This is an optimization exercise on Yosys and OpenROAD, whose aim is a short achievable clock period and few clock cycles, not a production implementation.
The RTL was checked by simulation tests, not by an equivalence proof against the original design.
No activity file was given, so power comes from the tool's default toggle rates.

==> build 81: inputs <==
Design rv_core, start of the top module:
module rv_core (
    input  logic        clk,
    input  logic        rst,
    output logic [31:0] imem_addr,
    input  logic [31:0] imem_data,
    output logic        retire_valid,
    output logic [31:0] retire_pc,
    output logic        retire_wen,
    output logic [4:0]  retire_rd,
    output logic [31:0] retire_value
);
    localparam int NB = 8;    
    localparam int NBW = 3;   
    localparam int TW = 10;   
    localparam int RD = 4;    
    localparam logic [6:0] OPC_OP     = 7'b0110011;
    localparam logic [6:0] OPC_OP_IMM = 7'b0010011;
    localparam logic [6:0] OPC_LUI    = 7'b0110111;
    localparam logic [6:0] OPC_AUIPC  = 7'b0010111;
    localparam logic [6:0] OPC_JAL    = 7'b1101111;
    localparam logic [6:0] OPC_JALR   = 7'b1100111;
    localparam logic [6:0] OPC_BRANCH = 7'b1100011;
    logic        mis_d;         
    logic [31:0] d_redir;
    logic        d_call_push;
    logic        d_ret_pop;
    logic        mis_w;         
    logic [31:0] w_redir;
    logic [NB-1:0]   btb_v;
    logic [TW-1:0]   btb_tag  [NB];
    logic [TW-1:0]   btb_tagm1[NB];   
    logic [31:0]     btb_tgt  [NB];
    logic [1:0]      btb_ctr  [NB];
    logic [NB-1:0]   btb_cond;
    logic [NB-1:0]   btb_call;
    logic [NB-1:0]   btb_ret;
    logic [NBW-1:0] btb_rr;
    logic [31:0]     ras_s [RD];    
    logic [31:0]     ras_a [RD];    
    logic [31:0]     ras_a_next [RD];
    logic [RD-1:0]   rsv_s;         
    logic [RD-1:0]   rsv_a;
    logic [RD-1:0]   rsv_a_next;
    logic [31:0]   pc;
    logic [31:0]   pc_o;        
    logic [31:0]   pc4;
    logic [31:0]   pc_next;
    logic [NB-1:0] f_hit;
    logic [NB-1:0] f_tk;
    logic          f_pt;
    logic          f_ret;
    logic [31:0]   f_ptgt;
    logic [31:0]   f_imm_b;
    logic [31:0]   f_imm_j;
    assign imem_addr = pc_o;
    assign pc4       = pc + 32'd4;
    always_comb begin
        f_ptgt = '0;
        f_ret  = 1'b0;
        for (int i = 0; i < NB; i++) begin
            f_hit[i] = hit_q[i];
            f_tk[i]  = f_hit[i] && (!btb_cond[i] || btb_ctr[i][1]);
  ...
Settings: LEC_CHECK=0, ABC_CLOCK_PERIOD_IN_PS=2000, CAP_MARGIN=20, CORE_MARGIN=2, CORE_UTILIZATION=35, PLACE_DENSITY=0.5, SETUP_SLACK_MARGIN=3.5, SLEW_MARGIN=20; clock period 6.3 ns.
run.sh (not shown) runs the stock make flow with config.mk's settings and CLKGATE_MAP_FILE= SYNTH_SCRIPT=/design/flow/synth_recipe.tcl, a recipe that flattens the netlist after the stock synthesis.
==> trial 53: changes against build 81 <==
--- a/flow/design.v
+++ b/flow/design.v
@@ -163,31 +163,31 @@
     localparam logic [6:0] OPC_JAL    = 7'b1101111;
     localparam logic [6:0] OPC_JALR   = 7'b1100111;
     localparam logic [6:0] OPC_BRANCH = 7'b1100011;
     logic        mis_d;         
     logic [31:0] d_redir;
     logic        d_call_push;
     logic        d_ret_pop;
+    logic        stall;         
+    logic        e_shift;
     logic        mis_w;         
     logic [31:0] w_redir;
     logic [NB-1:0]   btb_v;
     logic [TW-1:0]   btb_tag  [NB];
     logic [TW-1:0]   btb_tagm1[NB];   
     logic [31:0]     btb_tgt  [NB];
     logic [1:0]      btb_ctr  [NB];
     logic [NB-1:0]   btb_cond;
     logic [NB-1:0]   btb_call;
     logic [NB-1:0]   btb_ret;
     logic [NBW-1:0] btb_rr;
     logic [31:0]     ras_s [RD];    
     logic [31:0]     ras_a [RD];    
-    logic [31:0]     ras_a_next [RD];
     logic [RD-1:0]   rsv_s;         
     logic [RD-1:0]   rsv_a;
-    logic [RD-1:0]   rsv_a_next;
     logic [31:0]   pc;
     logic [31:0]   pc_o;        
     logic [31:0]   pc4;
     logic [31:0]   pc_next;
     logic [NB-1:0] f_hit;
     logic [NB-1:0] f_tk;
     logic          f_pt;
@@ -224,28 +224,30 @@
         for (int i = 0; i < NB; i++) begin
             if (f_tk[i] && !(btb_ret[i] && rsv_s[0])) h_f = h_f | hits(btb_tgt[i]);
         end
         h_d = d_fzb ? hits(d_pc4) : d_q_jal ? hits(d_tgt_j) : d_q_br ? hits(d_tgt_b) : h_ras;
         h_w = w_is_jalr ? hits(w_jtgt) : w_take ? hits(w_tgt) : hits(w_pc4);
         for (int z = 0; z < 2; z++) begin
             if (mis_w)         hit_nz[z] = h_w;
+            else if (stall)    hit_nz[z] = hit_q;
             else if (mis_dz[z]) hit_nz[z] = (d_fzb && d_z1_tk == z[0]) ? hits(d_tgt_b) : h_d;
             else if (f_pt)     hit_nz[z] = h_f;
             else               hit_nz[z] = h_pc4;
         end
         hit_next = d_z ? hit_nz[1] : hit_nz[0];
     end
     always_ff @(posedge clk or posedge rst) begin
         if (rst) hit_q <= '0;
         else     hit_q <= hit_next & ~btb_wmask;
     end
     logic [31:0] pc_nz [2];
     always_comb begin
         for (int z = 0; z < 2; z++) begin
             if (mis_w)          pc_nz[z] = w_redir;
+            else if (stall)     pc_nz[z] = pc;
             else if (mis_dz[z]) pc_nz[z] = (d_fzb && d_z1_tk == z[0]) ? d_tgt_b : d_redir;
             else if (f_pt)      pc_nz[z] = f_ptgt;
             else                pc_nz[z] = pc4;
         end
         pc_next = d_z ? pc_nz[1] : pc_nz[0];
     end
     assign f_imm_b = {{20{imem_data[31]}}, imem_data[7], imem_data[30:25], imem_data[11:8],
@@ -269,57 +271,77 @@
     logic [31:0] d_ptgt;
     always_ff @(posedge clk or posedge rst) begin
         if (rst) begin
             pc      <= '0;
             d_valid <= 1'b0;
         end else begin
             pc      <= {pc_next[31:1], 1'b0};
-            d_valid <= !mis_w && !(d_z ? mis_dz[1] : mis_dz[0]) &&
-                       imem_data != 32'h0;   
+            d_valid <= !mis_w && (stall ? d_valid : !(d_z ? mis_dz[1] : mis_dz[0]) &&
+                       imem_data != 32'h0);   
         end
     end
     logic f_is_jal, f_is_jalr, f_is_br, f_link_rd, f_link_rs1;
     logic d_q_jal, d_q_br, d_q_back, d_q_ret, d_q_call, d_q_fzb;
     logic d_is_addi;
     logic [11:0] d_negimm;   
     logic [31:0] f_rs1_data, f_rs2_data;
     logic [31:0] d_rs1_data, d_rs2_data;
     logic        d_wt1, d_wt2, d_fwd1, d_fwd2;
     assign f_is_jal   = imem_data[6:0] == OPC_JAL;
     assign f_is_jalr  = imem_data[6:0] == OPC_JALR;
     assign f_is_br    = imem_data[6:0] == OPC_BRANCH;
     assign f_link_rd  = imem_data[11:7] == 5'd1 || imem_data[11:7] == 5'd5;
     assign f_link_rs1 = imem_data[19:15] == 5'd1 || imem_data[19:15] == 5'd5;
+    logic f_use_rs1, f_use_rs2;
+    assign e_shift   = e_sel_sll || e_sel_sr;
+    assign stall     = d_valid && (d_fwd1 || d_fwd2) && e_shift;
+    assign f_use_rs1 = imem_data[6:0] == OPC_OP || imem_data[6:0] == OPC_OP_IMM ||
+                       imem_data[6:0] == OPC_JALR || imem_data[6:0] == OPC_BRANCH;
+    assign f_use_rs2 = imem_data[6:0] == OPC_OP || imem_data[6:0] == OPC_BRANCH;
     always_ff @(posedge clk) begin
+        if (stall) begin
+            d_rs1_data <= rs1_data;
+            d_rs2_data <= rs2_data;
+            d_wt1      <= e_wen && e_rd == d_rs1;
+            d_wt2      <= e_wen && e_rd == d_rs2;
+            d_fwd1     <= 1'b0;
+            d_fwd2     <= 1'b0;
+        end else begin
+            d_rs1_data <= f_rs1_data;
+            d_rs2_data <= f_rs2_data;
+            d_wt1      <= e_wen && e_rd == imem_data[19:15];
+            d_wt2      <= e_wen && e_rd == imem_data[24:20];
+            d_fwd1     <= d_valid && d_wen && d_rd == imem_data[19:15] && f_use_rs1;
+            d_fwd2     <= d_valid && d_wen && d_rd == imem_data[24:20] && f_use_rs2;
+        end
+    end
+    always_ff @(posedge clk) begin
+        if (!stall) begin
         d_negimm <= 12'(-$signed(imem_data[31:20]));
-        d_rs1_data <= f_rs1_data;
-        d_rs2_data <= f_rs2_data;
-        d_wt1    <= e_wen && e_rd == imem_data[19:15];
-        d_wt2    <= e_wen && e_rd == imem_data[24:20];
-        d_fwd1   <= d_valid && d_wen && d_rd == imem_data[19:15];
-        d_fwd2   <= d_valid && d_wen && d_rd == imem_data[24:20] &&
-                    imem_data[6:0] != OPC_OP_IMM && imem_data[6:0] != OPC_JALR;
         d_q_jal  <= f_is_jal;
         d_q_br   <= f_is_br;
         d_q_back <= f_is_br && imem_data[31];
         d_q_ret  <= f_is_jalr && f_link_rs1 && !f_link_rd;
         d_q_call <= (f_is_jal || f_is_jalr) && f_link_rd;
         d_q_fzb  <= f_is_br && imem_data[14:13] == 2'b00 && imem_data[24:20] == 5'd0 &&
                     d_is_addi && d_rd != 5'd0 && d_rd == imem_data[19:15];
+        end
     end
     always_ff @(posedge clk) begin
         pc_o    <= rst ? 32'h0 : {pc_next[31:1], 1'b0};
-        d_instr <= imem_data;
-        d_pc    <= pc;
-        d_pc4   <= pc4;
-        d_tgt_b <= f_tgt_b;
-        d_tgt_j <= f_tgt_j;
-        d_auipc <= f_auipc;
-        d_pt    <= f_pt;
-        d_ptgt  <= f_ptgt;
+        if (!stall) begin
+            d_instr <= imem_data;
+            d_pc    <= pc;
+            d_pc4   <= pc4;
+            d_tgt_b <= f_tgt_b;
+            d_tgt_j <= f_tgt_j;
+            d_auipc <= f_auipc;
+            d_pt    <= f_pt;
+            d_ptgt  <= f_ptgt;
+        end
     end
     logic d_push;
     logic d_pop;
     logic ras_restore;
     always_ff @(posedge clk) begin
         if (ras_restore) begin
             for (int i = 0; i < RD; i++) ras_s[i] <= ras_a[i];
@@ -403,24 +425,24 @@
     logic d_z;        
     logic d_z1_tk;    
     logic [1:0] mis_dz;
     assign d_z      = e_a[11:0] == e_negimm;
     assign d_z1_tk  = !d_f3[0];
     assign d_fzb_tk = d_f3[0] ^ d_z;
     assign d_tgt_ok = d_ptgt[31:1] == d_tgt_b[31:1];
-    assign mis_d    = d_valid && !d_fzb && !d_pt &&
+    assign mis_d    = d_valid && !stall && !d_fzb && !d_pt &&
                       (d_q_jal || d_q_back || (d_ret_pop && rsv_s[0]));
     always_comb begin
         for (int z = 0; z < 2; z++) begin
-            mis_dz[z] = mis_d || (d_valid && d_fzb &&
+            mis_dz[z] = mis_d || (d_valid && !stall && d_fzb &&
                                   (d_z1_tk == z[0] ? !(d_pt && d_tgt_ok) : d_pt));
         end
     end
-    assign d_push   = d_valid && d_call_push && (d_pt || d_q_jal);
-    assign d_pop    = d_valid && d_ret_pop && (d_pt || rsv_s[0]);
+    assign d_push   = d_valid && !stall && d_call_push && (d_pt || d_q_jal);
+    assign d_pop    = d_valid && !stall && d_ret_pop && (d_pt || rsv_s[0]);
     assign d_redir  = d_fzb ? d_pc4 : d_q_jal ? d_tgt_j : d_q_br ? d_tgt_b : ras_s[0];
     logic fwd_a, fwd_b, fwd_a_sum, fwd_b_sum, fwd_a_cmp, fwd_b_cmp;
     logic d_sub;
     logic [31:0] other;
     assign d_sub     = (d_is_op && d_f3 == 3'b000 && d_instr[30]) || d_is_br ||
                        (d_alu && d_f3[2:1] == 2'b01);
     assign fwd_a     = d_fwd1;
@@ -462,16 +484,16 @@
     logic        e_call;
     logic        e_ret;
     always_ff @(posedge clk or posedge rst) begin
         if (rst) begin
             e_valid <= 1'b0;
             e_wen   <= 1'b0;
         end else begin
-            e_valid <= d_valid && !mis_w;
-            e_wen   <= d_valid && !mis_w && d_wen;
+            e_valid <= d_valid && !mis_w && !stall;
+            e_wen   <= d_valid && !mis_w && !stall && d_wen;
         end
     end
     always_ff @(posedge clk) begin
         e_a         <= fwd_a_sum ? sum : fwd_a_cmp ? {31'b0, cmp_bit} :
                        fwd_a ? other : rs1_data;
         e_b         <= fwd_b_sum ? sum : fwd_b_cmp ? {31'b0, cmp_bit} :
                        fwd_b ? other : d_use_imm ? imm_i : rs2_data;
@@ -550,71 +572,47 @@
                 default: cond_l[l] = 1'b0;
             endcase
         end
     end
     assign cond = cmp_late ? cond_l[1] : cond_l[0];
     logic cmp_bit;   
     assign cmp_bit = e_sel_slt ? lt : ltu;
-    assign other  = ({32{e_sel_sll}}   & sll_r) |
-                    ({32{e_sel_xor}}   & (a ^ b)) |
-                    ({32{e_sel_sr}}    & sr_r) |
+    logic [31:0] shift_r;
+    assign shift_r = ({32{e_sel_sll}} & sll_r) | ({32{e_sel_sr}} & sr_r);
+    assign other  = ({32{e_sel_xor}}   & (a ^ b)) |
                     ({32{e_sel_or}}    & (a | b)) |
                     ({32{e_sel_and}}   & (a & b)) |
                     ({32{e_sel_const}} & e_const);
-    assign result = e_sel_add ? sum : (e_sel_slt || e_sel_sltu) ? {31'b0, cmp_bit} : other;
+    assign result = e_sel_add ? sum : (e_sel_slt || e_sel_sltu) ? {31'b0, cmp_bit} :
+                    other | shift_r;
     assign tgt_ok  = e_ptgt[31:1] == e_tgt[31:1];
     logic [1:0] take_l, mis_l;
     always_comb begin
         for (int l = 0; l < 2; l++) begin
             take_l[l] = (e_is_br && cond_l[l]) || e_is_jal;
             mis_l[l]  = e_is_br  ? (cond_l[l] ? !(e_pt && tgt_ok) : e_pt) :
                         e_is_jal ? !(e_pt && tgt_ok) :
                         (!e_is_jalr && e_pt);
         end
     end
     assign take    = cmp_late ? take_l[1] : take_l[0];
     assign mis_raw = cmp_late ? mis_l[1] : mis_l[0];
-    always_comb begin
-        for (int i = 0; i < RD; i++) ras_a_next[i] = ras_a[i];
-        rsv_a_next = rsv_a;
-        if (e_valid && !mis_w) begin
-            if (e_ret && e_call) begin
-                ras_a_next[0] = e_pc4;
-                rsv_a_next[0] = 1'b1;
-            end else if (e_ret) begin
-                for (int i = 0; i < RD - 1; i++) ras_a_next[i] = ras_a[i+1];
-                rsv_a_next = {1'b0, rsv_a[RD-1:1]};
-            end else if (e_call) begin
-                ras_a_next[0] = e_pc4;
-                for (int i = 1; i < RD; i++) ras_a_next[i] = ras_a[i-1];
-                rsv_a_next = {rsv_a[RD-2:0], 1'b1};
-            end
-        end
-    end
-    always_ff @(posedge clk) begin
-        for (int i = 0; i < RD; i++) ras_a[i] <= ras_a_next[i];
-    end
-    always_ff @(posedge clk or posedge rst) begin
-        if (rst) rsv_a <= '0;
-        else     rsv_a <= rsv_a_next;
-    end
     logic        w_is_jalr;
     logic        w_mis_br;
     logic        w_late;
     logic [1:0]  w_mis_l;
     logic [1:0]  w_take_l;
     logic [31:0] w_tgt;
     logic [31:0] w_pc4;
     logic        w_take;
     logic [31:0] w_jtgt;
     logic        w_pt;
     logic [31:0] w_ptgt;
     logic        w_ctrl;
     logic        w_taken;
-    logic [31:0] w_atgt;
     logic        w_cond;
     logic        w_call;
     logic        w_ret;
     always_ff @(posedge clk or posedge rst) begin
         if (rst) begin
             w_valid <= 1'b0;
             w_wen   <= 1'b0;
@@ -633,25 +631,45 @@
         w_take_l   <= take_l;
         w_tgt      <= e_tgt;
         w_pc4      <= e_pc4;
         w_jtgt     <= {sum[31:1], 1'b0};
         w_pt       <= e_pt;
         w_ptgt     <= e_ptgt;
         w_ctrl     <= e_is_br || e_is_jal || e_is_jalr;
-        w_atgt     <= e_is_jalr ? {sum[31:1], 1'b0} : e_tgt;
         w_cond     <= e_is_br;
         w_call     <= e_call;
         w_ret      <= e_ret;
     end
     assign w_mis_br = w_late ? w_mis_l[1] : w_mis_l[0];
     assign w_take   = w_late ? w_take_l[1] : w_take_l[0];
     assign w_taken  = w_take || w_is_jalr;
     assign mis_w   = w_valid && (w_mis_br ||
                                  (w_is_jalr && !(w_pt && w_ptgt[31:1] == w_jtgt[31:1])));
     assign w_redir = w_is_jalr ? w_jtgt : w_take ? w_tgt : w_pc4;
+    always_ff @(posedge clk) begin
+        if (w_valid) begin
+            if (w_ret && w_call) begin
+                ras_a[0] <= w_pc4;
+            end else if (w_ret) begin
+                for (int i = 0; i < RD - 1; i++) ras_a[i] <= ras_a[i+1];
+            end else if (w_call) begin
+                ras_a[0] <= w_pc4;
+                for (int i = 1; i < RD; i++) ras_a[i] <= ras_a[i-1];
+            end
+        end
+    end
+    always_ff @(posedge clk or posedge rst) begin
+        if (rst) begin
+            rsv_a <= '0;
+        end else if (w_valid) begin
+            if (w_ret && w_call) rsv_a[0] <= 1'b1;
+            else if (w_ret)      rsv_a <= {1'b0, rsv_a[RD-1:1]};
+            else if (w_call)     rsv_a <= {rsv_a[RD-2:0], 1'b1};
+        end
+    end
     logic        r_valid;
     logic        r_wen;
     logic [31:0] r_pc;
     logic [4:0]  r_rd;
     logic [31:0] r_value;
     always_ff @(posedge clk) begin
         r_valid <= !rst && e_valid && !mis_w;
@@ -702,15 +720,15 @@
             x_inval <= {NB{w_valid && !w_ctrl}} & u_hit;   
             for (int i = 0; i < NB; i++) x_alloc[i] <= u_alloc && btb_rr == NBW'(i);
             if (u_alloc) btb_rr <= btb_rr + 1'b1;
         end
     end
     always_ff @(posedge clk) begin
         x_taken <= w_taken;
-        x_atgt  <= w_atgt;
+        x_atgt  <= w_is_jalr ? w_jtgt : w_tgt;
         x_tag   <= w_pc[TW+1:2];
         x_cond  <= w_cond;
         x_call  <= w_call;
         x_ret   <= w_ret;
     end
     always_ff @(posedge clk or posedge rst) begin
         if (rst) btb_v <= '0;
==> comparison table <==
metric                                                                 build 81         trial 53
Num sequential                                                             2735             2705
Max_slew headroom                                                        0.0491            0.188
Run status                                             timing/DRC/antenna clean  timing/DRC/antenna clean
Non-clock inverter instance count of the final layout                       137              168
Placed instance area                                                 135000 µm²       137000 µm²
Placed insts                                                              15020            15100
Internal Power                                                          37.1 mW          38.4 mW
Reg-to-reg startpoint                                            e_b[0]$_DFF_P_  e_a[10]$_DFF_P_
Total Nets Final                                                          11580            11484
Adder-cell share of the synthesized area                                 0.0173           0.0171
Via density per instance                                                   6.52             6.56
Drt total wl                                                             681 mm           683 mm
WL met3                                                                 86.8 mm          83.0 mm
Biggest cell delay along the critical path                               530 ps           520 ps
R2r setup slk                                                           3090 ps          3110 ps
DRC marker count from the first detailed-route iteration                  20398            19058
Final cycle utilization of the critical path                              0.510            0.507
Multi-input gate share of the layout cell area                            0.355            0.353
Ys async rst share                                                       0.0684           0.0691
Arrival @ worst endpoint                                                4020 ps          4100 ps
Synth top area share                                                      0.394            0.442
Power Dens Cells                                                     341 nW/µm²       367 nW/µm²
Final critical-path required period                                     3210 ps          3190 ps
Synthesized-area fraction occupied by ao, oa, aoi and oai cells           0.129            0.137
Number of synthesis warnings                                                 15               14
Setup slack at placement                                                1170 ps          1130 ps
Register cell area after layout                                       72600 µm²        74200 µm²
Testbench counts of build 81, summed over its fixed seeds: cycles 29,444.
Testbench counts of trial 53, summed over its fixed seeds: cycles 29,688.

==> what the ideal ports hide <==
No port has a modelled driver above. Below, the same layouts with a new extraction and two added sets of constraints.
Step 1: set_driving_cell puts a clkbuf_16 on clk and a buf_2 on each other input, an assumption about the parent block.
Step 2 times the ports against the registers' clock, not the clock port: input delays grow and output delays shrink by t, the midpoint of the rising clock arrivals with the driver on.
a / b / c = ideal ports / drivers / drivers and shift; a / b = the first two.
| run | t, ns | slack for setup (ns) | worst setup path at the end | clock arrival spread, ns | worst data-port slew with drivers (ns) |
|---|---|---|---|---|---|
| build 81 | 1.049 | 3.085 / 3.085 / 2.443 | input to register | 0.073 / 0.072 | 0.06 |
| trial 53 | 1.082 | 3.107 / 3.107 / 2.144 | input to register | 0.071 / 0.071 | 0.32 |
After both steps setup and hold are still met in every run listed. For trial 53, which loses most, drivers alone change the setup slack by 0.000 ns; drivers and shift together by -0.963 ns.
